From an optimization exercise on the open Yosys and OpenROAD flow, aimed at small area, a short achievable clock period and few clock cycles per item; shortcuts taken in it are not production practice.
Power figures rest on the tool's default switching activity, not on a simulated workload.

==> flow/design.v <==
`default_nettype none
package sha1_pkg;
	localparam int word_bits    = 32;
	localparam int block_words  = 16;
	localparam int digest_words = 5;
	typedef logic [word_bits-1:0]              word_t;
	typedef logic [block_words*word_bits-1:0]  block_t;
	typedef logic [digest_words*word_bits-1:0] digest_t;
	typedef logic [1:0] group_t;
	localparam digest_t init_hash = {
		32'h67452301,
		32'hEFCDAB89,
		32'h98BADCFE,
		32'h10325476,
		32'hC3D2E1F0
	};
	localparam logic [4*word_bits-1:0] k_const = {
		32'hCA62C1D6,
		32'h8F1BBCDC,
		32'h6ED9EBA1,
		32'h5A827999
	};
	localparam int round_count = 80;
	localparam int group_len   = 20;
endpackage
`default_nettype wire
`default_nettype none
`timescale 1ns/10ps
module sha1_core (
	input  logic              clk,
	input  logic              reset,
	input  logic              start,
	input  sha1_pkg::block_t  block,
	output logic              busy,
	output logic              done,
	output sha1_pkg::digest_t hash
);
	localparam logic [31:0] iv_a = sha1_pkg::init_hash[159:128];
	localparam logic [31:0] iv_b = sha1_pkg::init_hash[127:96];
	localparam logic [31:0] iv_c = sha1_pkg::init_hash[95:64];
	localparam logic [31:0] iv_d = sha1_pkg::init_hash[63:32];
	localparam logic [31:0] iv_e = sha1_pkg::init_hash[31:0];
	localparam logic [31:0] k0   = sha1_pkg::k_const[31:0];
	localparam logic [31:0] z0   = ((iv_b & iv_c) | (~iv_b & iv_d)) + iv_e + k0;
	function automatic logic [31:0] rotl5(input logic [31:0] x);
		rotl5 = {x[26:0], x[31:27]};
	endfunction
	function automatic logic [31:0] rotl30(input logic [31:0] x);
		rotl30 = {x[1:0], x[31:2]};
	endfunction
	function automatic logic [31:0] rotl1(input logic [31:0] x);
		rotl1 = {x[30:0], x[31]};
	endfunction
	function automatic logic [31:0] kof(input logic [1:0] g);
		kof = sha1_pkg::k_const[g*32 +: 32];
	endfunction
	function automatic logic [1:0] gof(input logic [5:0] t);
		if (t < 6'd10)
			gof = 2'd0;
		else if (t < 6'd20)
			gof = 2'd1;
		else if (t < 6'd30)
			gof = 2'd2;
		else
			gof = 2'd3;
	endfunction
	function automatic logic [31:0] fof(input logic ch, input logic maj,
		input logic [31:0] x, input logic [31:0] y, input logic [31:0] z);
		if (ch)
			fof = (x & y) | (~x & z);
		else if (maj)
			fof = (x & y) | (x & z) | (y & z);
		else
			fof = x ^ y ^ z;
	endfunction
	logic           accept;
	logic           last;
	logic [5:0]     cnt;
	logic [1:0]     g_cur;       
	logic [1:0]     g_nxt;       
	logic           cur_ch, cur_maj, nxt_ch, nxt_maj;
	logic           fin;         
	logic [31:0]    a, b, c, d, p;
	logic [31:0]    win [16];
	logic [31:0]    x [18];
	logic [31:0]    a1, a2;
	logic [31:0]    z1s, z1c, t1, t2;
	logic [31:0]    s2, c2;
	logic [31:0]    f2, cn, kn, wn, ps, pc, fx, fy, sx, cx, sy, cy, s4, c4, s3, c3, p_next;
	assign accept = start && !busy;
	assign last   = (cnt == 6'd39);
	always_comb
	begin
		for (int i = 0; i < 16; i++)
			x[i] = win[i];
		for (int j = 0; j < 2; j++)
			x[16 + j] = rotl1(x[13 + j] ^ x[8 + j] ^ x[2 + j] ^ x[j]);
	end
	assign a1 = rotl5(a) + p;
	always_comb
	begin
		t1  = fof(cur_ch, cur_maj, a, rotl30(b), c);
		t2  = fin ? (kof(2'd3) + iv_a) : kof(g_cur);
		s2  = t1 ^ t2 ^ d;
		c2  = {((t1 & t2) | (t1 & d) | (t2 & d)), 1'b0} ;
		z1s = s2 ^ c2 ^ x[1];
		z1c = {((s2 & c2) | (s2 & x[1]) | (c2 & x[1])), 1'b0};
	end
	always_comb
	begin
		s3 = rotl5(a1) ^ z1s ^ z1c;
		c3 = {((rotl5(a1) & z1s) | (rotl5(a1) & z1c) | (z1s & z1c)), 1'b0};
	end
	assign a2 = s3 + c3;
	always_comb
	begin
		if (!busy)
		begin
			kn = z0;
			wn = block[511:480];
		end
		else if (fin)
		begin
			kn = iv_e;
			wn = 32'd0;
		end
		else
		begin
			kn = kof(g_nxt);
			wn = x[2];
		end
		cn = c & {32{busy}};
		ps = cn ^ kn ^ wn;
		pc = {((cn & kn) | (cn & wn) | (kn & wn)), 1'b0};
		fy = fof(nxt_ch, nxt_maj, 32'd0, rotl30(a), rotl30(b)) & {32{busy && !fin}};
		fx = fof(nxt_ch, nxt_maj, 32'hFFFFFFFF, rotl30(a), rotl30(b)) & {32{busy && !fin}};
		for (int i = 0; i < 32; i++)
			f2[i] = a1[i] ? fx[i] : fy[i];
		s4 = f2 ^ ps ^ pc;
		c4 = (f2 & ps) | (f2 & pc) | (ps & pc);
	end
	assign p_next = s4 + {c4[30:0], 1'b0};
	always_ff @(posedge clk)
	begin
		p <= p_next;
		if (!busy)
		begin
			for (int i = 0; i < 16; i++)
				win[i] <= block[(15 - i) * 32 +: 32];
			a       <= iv_a;
			b       <= iv_b;
			c       <= iv_c;
			d       <= iv_d;
			cnt     <= 6'd0;
			g_cur   <= 2'd0;
			g_nxt   <= 2'd0;
			cur_ch  <= 1'b1;
			cur_maj <= 1'b0;
			nxt_ch  <= 1'b1;
			nxt_maj <= 1'b0;
			fin     <= 1'b0;
		end
		else
		begin
			for (int i = 0; i < 16; i++)
				win[i] <= x[i + 2];
			a       <= a2;
			b       <= a1;
			c       <= rotl30(a);
			d       <= rotl30(b);
			cnt     <= cnt + 6'd1;
			g_cur   <= g_nxt;
			g_nxt   <= gof(cnt + 6'd2);
			cur_ch  <= nxt_ch;
			cur_maj <= nxt_maj;
			nxt_ch  <= (gof(cnt + 6'd2) == 2'd0);
			nxt_maj <= (gof(cnt + 6'd2) == 2'd2);
			fin     <= (cnt == 6'd38);
		end
	end
	always_ff @(posedge clk)
	begin
		if (reset)
		begin
			busy <= 1'b0;
			done <= 1'b0;
		end
		else
		begin
			done <= busy && last;
			busy <= accept || (busy && !last);
		end
	end
	assign hash = {a, b + iv_b, c + iv_c, d + iv_d, p};
endmodule
`default_nettype wire
==> flow/config.mk <==
export PLATFORM = sky130hd
export DESIGN_NAME = sha1_core
export DESIGN_NICKNAME = sha1_core
export VERILOG_FILES = /design/flow/design.v
export SDC_FILE = /design/flow/constraint.sdc
export NUM_CORES = 4
export LEC_CHECK = 0
export ABC_AREA = 1
export CAP_MARGIN = 20
export CORE_MARGIN = 2
export CORE_UTILIZATION = 40
export CTS_CLUSTER_DIAMETER = 150
export CTS_CLUSTER_SIZE = 20
export SETUP_SLACK_MARGIN = 4
export SLEW_MARGIN = 20
export BUFFER_PORTS_ARGS = -buffer_cell sky130_fd_sc_hd__buf_1
==> flow/constraint.sdc <==
create_clock -name core_clock -period 8.5 [get_ports {clk}]
set_input_delay 1.7000 -clock core_clock [delete_from_list [all_inputs] [get_ports {clk}]]
set_output_delay 1.7000 -clock core_clock [all_outputs]
set_load 0.01 [all_outputs]
standard.sh (not shown) runs the stock make flow with config.mk's settings and CLKGATE_MAP_FILE= SYNTH_SCRIPT=/design/flow/synth_recipe.tcl, a recipe that flattens the netlist after the stock synthesis.
==> flow/flow/run.sh <==
#!/bin/bash
# Standard layout, with plain buf_1 cells as the port buffers.
set -e
cp standard.sh standard_sh.log
cp config.mk config_mk.log
echo 'export BUFFER_PORTS_ARGS = -buffer_cell sky130_fd_sc_hd__buf_1' >> config.mk
bash standard.sh > standard.log 2>&1
Then changed:
--- a/flow/design.v
+++ b/flow/design.v
@@ -72,8 +72,9 @@
 			fof = (x & y) | (x & z) | (y & z);
 		else
 			fof = x ^ y ^ z;
 	endfunction
+	logic           idle;
 	logic           accept;
 	logic           last;
 	logic [5:0]     cnt;
 	logic [1:0]     g_cur;       
@@ -142,12 +143,12 @@
 	assign p_next = s4 + {c4[30:0], 1'b0};
 	always_ff @(posedge clk)
 	begin
 		p <= p_next;
+		for (int i = 0; i < 16; i++)
+			win[i] <= (x[i + 2] & {32{busy}}) | (block[(15 - i) * 32 +: 32] & {32{idle}});
 		if (!busy)
 		begin
-			for (int i = 0; i < 16; i++)
-				win[i] <= block[(15 - i) * 32 +: 32];
 			a       <= iv_a;
 			b       <= iv_b;
 			c       <= iv_c;
 			d       <= iv_d;
@@ -161,10 +162,8 @@
 			fin     <= 1'b0;
 		end
 		else
 		begin
-			for (int i = 0; i < 16; i++)
-				win[i] <= x[i + 2];
 			a       <= a2;
 			b       <= a1;
 			c       <= rotl30(a);
 			d       <= rotl30(b);
@@ -182,14 +181,16 @@
 	begin
 		if (reset)
 		begin
 			busy <= 1'b0;
+			idle <= 1'b1;
 			done <= 1'b0;
 		end
 		else
 		begin
 			done <= busy && last;
 			busy <= accept || (busy && !last);
+			idle <= !(accept || (busy && !last));
 		end
 	end
 	assign hash = {a, b + iv_b, c + iv_c, d + iv_d, p};
 endmodule
Outcome: The new run completed with no timing, DRC or antenna violations; maximum frequency goes up by 0.67%; synthesized area goes down by 2.6%; worst hold slack improves by 0.031 ns; sequential power goes down by about 4%; combinational power goes down by about 8%.
No functional check of the RTL was part of any run of this note.

-- static timing again, ports no longer ideal --
The results above use ideal ports. As a check the final layouts listed here were re-extracted and re-timed, cells and wires unchanged.
Step 1: set_driving_cell puts a clkbuf_16 on clk and a buf_2 on each other input, an assumption about the parent block.
Step 2, shift: input delay + t, output delay - t, t = (earliest + latest rising clock arrival at the registers) / 2. This alone moves slack from input paths to output paths.
a / b / c = ideal ports / drivers / drivers and shift; a / b = the first two.
| run | t, ns | setup slack, ns | worst hold slack (ns) | worst data-port slew with drivers (ns) | cell pins on the clock port's net |
|---|---|---|---|---|---|
| the first run | 0.684 | 3.927 / 3.927 / 3.496 | 0.410 / 0.410 / 0.410 | 0.15 | 1 |
| the second run | 0.699 | 3.957 / 3.957 / 3.410 | 0.441 / 0.441 / 0.441 | 0.22 | 1 |
After both steps every run listed still meets setup and hold. For the second run, which loses most, drivers alone change the setup slack by 0.000 ns; drivers and shift together by -0.547 ns.
